What follows belongs to an exercise in optimizing a design on an open flow for small area; a production flow would make more cautious choices.
The RTL was checked by simulation tests, not by an equivalence proof against the original design.
Power is estimated from default activity; no workload was simulated.

== oak ==
==> module window_gen_kxk, before the edit <==
module window_gen_kxk #(
    parameter int unsigned DATA_WIDTH = 32,
    parameter int unsigned IMG_WIDTH  = 34,
    parameter int unsigned IMG_HEIGHT = 34,
    parameter int unsigned K          = 3,
    parameter int unsigned STRIDE     = 1
) (
    input  logic                      clk,
    input  logic                      resetn,
    input  logic                      data_valid_in,
    input  logic [DATA_WIDTH-1:0]     data_in,
    output logic [K*K*DATA_WIDTH-1:0] window_out,
    output logic                      valid_out,
    output logic                      frame_done
);
    localparam int unsigned CW = $clog2(IMG_WIDTH);
    localparam int unsigned RW = $clog2(IMG_HEIGHT);
    localparam int unsigned NS = (K - 1) * IMG_WIDTH + K;
    localparam logic [CW-1:0] COL_MAX     = CW'(IMG_WIDTH - 1);
    localparam logic [CW-1:0] COL_FIRST   = CW'(K - 1);
    localparam logic [CW-1:0] COL_LAST_AL = CW'(cnn_pkg::last_aligned(IMG_WIDTH, K, STRIDE));
    localparam logic [RW-1:0] ROW_MAX     = RW'(IMG_HEIGHT - 1);
    localparam logic [RW-1:0] ROW_FIRST   = RW'(K - 1);
    localparam logic [RW-1:0] ROW_LAST_AL = RW'(cnn_pkg::last_aligned(IMG_HEIGHT, K, STRIDE));
    localparam logic          PH_MAX      = 1'(STRIDE - 1);
    if (!cnn_pkg::is_legal_k(K)) begin : g_bad_k
        $error("window_gen_kxk: K must be 3 or 5");
    end
    if (!cnn_pkg::is_legal_stride(STRIDE)) begin : g_bad_stride
        $error("window_gen_kxk: STRIDE must be 1 or 2");
    end
    if (IMG_WIDTH < K) begin : g_bad_width
        $error("window_gen_kxk: IMG_WIDTH must be at least K");
    end
    if (IMG_HEIGHT < K) begin : g_bad_height
        $error("window_gen_kxk: IMG_HEIGHT must be at least K");
    end
    function automatic logic ph_step(input logic ph);
        ph_step = (ph == PH_MAX) ? 1'b0 : ph + 1'b1;
    endfunction
    logic                      accept;
    logic                      emit;
    logic                      frame_end;
    logic [CW-1:0]             col;
    logic [RW-1:0]             row;
    logic                      col_ph;
    logic                      row_ph;
    logic [NS*DATA_WIDTH-1:0]  stages;
    logic                      valid_q;
    logic                      frame_done_q;
    assign accept = data_valid_in;
    row_delay #(
        .DEPTH (NS),
        .WIDTH (DATA_WIDTH)
    ) u_line (
        .clk    (clk),
        .en     (accept),
        .din    (data_in),
        .stages (stages)
    );
    always_ff @(posedge clk or negedge resetn) begin
        if (!resetn) begin
            col    <= '0;
            row    <= '0;
            col_ph <= 1'b0;
            row_ph <= 1'b0;
        end else if (accept) begin
            if (col == COL_MAX) begin
                col    <= '0;
                col_ph <= 1'b0;
                if (row == ROW_MAX) begin
                    row    <= '0;
                    row_ph <= 1'b0;
                end else begin
                    row    <= row + 1'b1;
                    row_ph <= (row >= ROW_FIRST) ? ph_step(row_ph) : 1'b0;
                end
            end else begin
                col    <= col + 1'b1;
                col_ph <= (col >= COL_FIRST) ? ph_step(col_ph) : 1'b0;
            end
        end
    end
    assign emit = accept && (row >= ROW_FIRST) && (col >= COL_FIRST)
                  && (col_ph == 1'b0) && (row_ph == 1'b0);
    assign frame_end = emit && (row == ROW_LAST_AL) && (col == COL_LAST_AL);
    always_comb begin
        for (int unsigned j = 0; j < K; j++) begin
            for (int unsigned i = 0; i < K; i++) begin
                window_out[cnn_pkg::slot_index(j, i, K)*DATA_WIDTH +: DATA_WIDTH] =
                    stages[((K-1-j)*IMG_WIDTH + (K-1-i))*DATA_WIDTH +: DATA_WIDTH];
            end
        end
    end
    always_ff @(posedge clk or negedge resetn) begin
        if (!resetn) begin
            valid_q      <= 1'b0;
            frame_done_q <= 1'b0;
        end else begin
            valid_q      <= emit;
            frame_done_q <= frame_end;
        end
    end
    assign valid_out  = valid_q;
    assign frame_done = frame_done_q;
endmodule
clock: 3.0 ns
lec_check: 0
cap_margin: 20
core_margin: 2
core_utilization: 70
place_density: 0.8
slew_margin: 20
standard.sh (not shown) runs the stock make flow with config.mk's settings and CLKGATE_MAP_FILE= SYNTH_SCRIPT=/design/flow/synth_recipe.tcl, a recipe that flattens the netlist after the stock synthesis.
==> flow/flow/run.sh <==
#!/bin/bash
set -euo pipefail
cd "$(dirname "$0")/.."
export BUFFER_PORTS_ARGS="-buffer_cell sky130_fd_sc_hd__buf_1"
export PRE_RESIZE_TCL="$PWD/flow/pre_resize.tcl"
export CTS_ARGS="-sink_clustering_enable -repair_clock_nets -dont_use_dummy_load -buf_list {sky130_fd_sc_hd__clkbuf_4} -sink_clustering_size 12 -sink_clustering_max_diameter 40"
bash standard.sh > standard_flow.log 2>&1
==> flow/flow/pre_resize.tcl <==
# Before the standard repair_design: take out the buffer tree that
# timing-driven global placement built on the high-fanout enable net, so
# repair_design rebuilds it (smaller). Port buffers are kept: their output
# nets are marked dont_touch while buffers are removed.
set port_bufs [get_cells -quiet {input* output*}]
set port_nets [get_nets -of [get_pins -of $port_bufs -filter "direction==output"]]
set_dont_touch $port_nets
remove_buffers
unset_dont_touch $port_nets
oak finished end to end and its layout was clean on timing, DRC and antenna.
Setup changes, oak to cedar
diff --git a/flow/design.v b/flow/design.v
--- a/flow/design.v
+++ b/flow/design.v
@@ -106,19 +106,29 @@
         .en     (accept),
         .din    (data_in),
         .stages (stages)
     );
+    function automatic logic at_max_c(input logic [CW-1:0] v);
+        at_max_c = &(v | ~COL_MAX);
+    endfunction
+    function automatic logic at_max_r(input logic [RW-1:0] v);
+        at_max_r = &(v | ~ROW_MAX);
+    endfunction
+    logic col_wrap;
+    logic row_wrap;
+    assign col_wrap = at_max_c(col);
+    assign row_wrap = at_max_r(row);
     always_ff @(posedge clk or negedge resetn) begin
         if (!resetn) begin
             col    <= '0;
             row    <= '0;
             col_ph <= 1'b0;
             row_ph <= 1'b0;
         end else if (accept) begin
-            if (col == COL_MAX) begin
+            if (col_wrap) begin
                 col    <= '0;
                 col_ph <= 1'b0;
-                if (row == ROW_MAX) begin
+                if (row_wrap) begin
                     row    <= '0;
                     row_ph <= 1'b0;
                 end else begin
                     row    <= row + 1'b1;
@@ -131,9 +141,11 @@
         end
     end
     assign emit = accept && (row >= ROW_FIRST) && (col >= COL_FIRST)
                   && (col_ph == 1'b0) && (row_ph == 1'b0);
-    assign frame_end = emit && (row == ROW_LAST_AL) && (col == COL_LAST_AL);
+    assign frame_end = emit
+                       && ((ROW_LAST_AL == ROW_MAX) ? row_wrap : (row == ROW_LAST_AL))
+                       && ((COL_LAST_AL == COL_MAX) ? col_wrap : (col == COL_LAST_AL));
     always_comb begin
         for (int unsigned j = 0; j < K; j++) begin
             for (int unsigned i = 0; i < K; i++) begin
                 window_out[cnn_pkg::slot_index(j, i, K)*DATA_WIDTH +: DATA_WIDTH] =
Results
Diff oak -> cedar: required time reported for the critical path endpoint higher, fill cell instance count of the final layout higher, multi-input gate area in the final layout lower, part of the cycle the worst path needs higher, share of total power in combinational logic roughly the same. Compared to oak, the routing of cedar uses less wire.

## what the ideal ports hide
The results above use ideal ports. As a check the final layouts listed here were re-extracted and re-timed, cells and wires unchanged. Step 1 (the two cells are an assumption about what drives the block):
set clk [get_ports {clk}]
set_driving_cell -lib_cell sky130_fd_sc_hd__clkbuf_16 $clk
set_driving_cell -lib_cell sky130_fd_sc_hd__buf_2 [delete_from_list [all_inputs] $clk]
Step 2 moves the port delays by t, midway between the first and last clock arrival at a register: inputs arrive t later, outputs are due t later. That takes back most of the time a late clock gives input paths. a / b / c = ideal ports / drivers / drivers and shift; a / b = the first two.
run	t, ns	slack for setup (ns)	hold WS [ns]
oak	1.139	0.579 / 0.508 / -0.295	0.189 / 0.139 / 0.343
cedar	1.127	0.261 / 0.296 / -0.831	0.216 / 0.173 / 0.329
With both steps, setup timing fails in oak and cedar, where it was met with ideal ports. The setup slack of cedar, which loses most, moves by +0.035 ns with the drivers and by -1.092 ns with both steps.
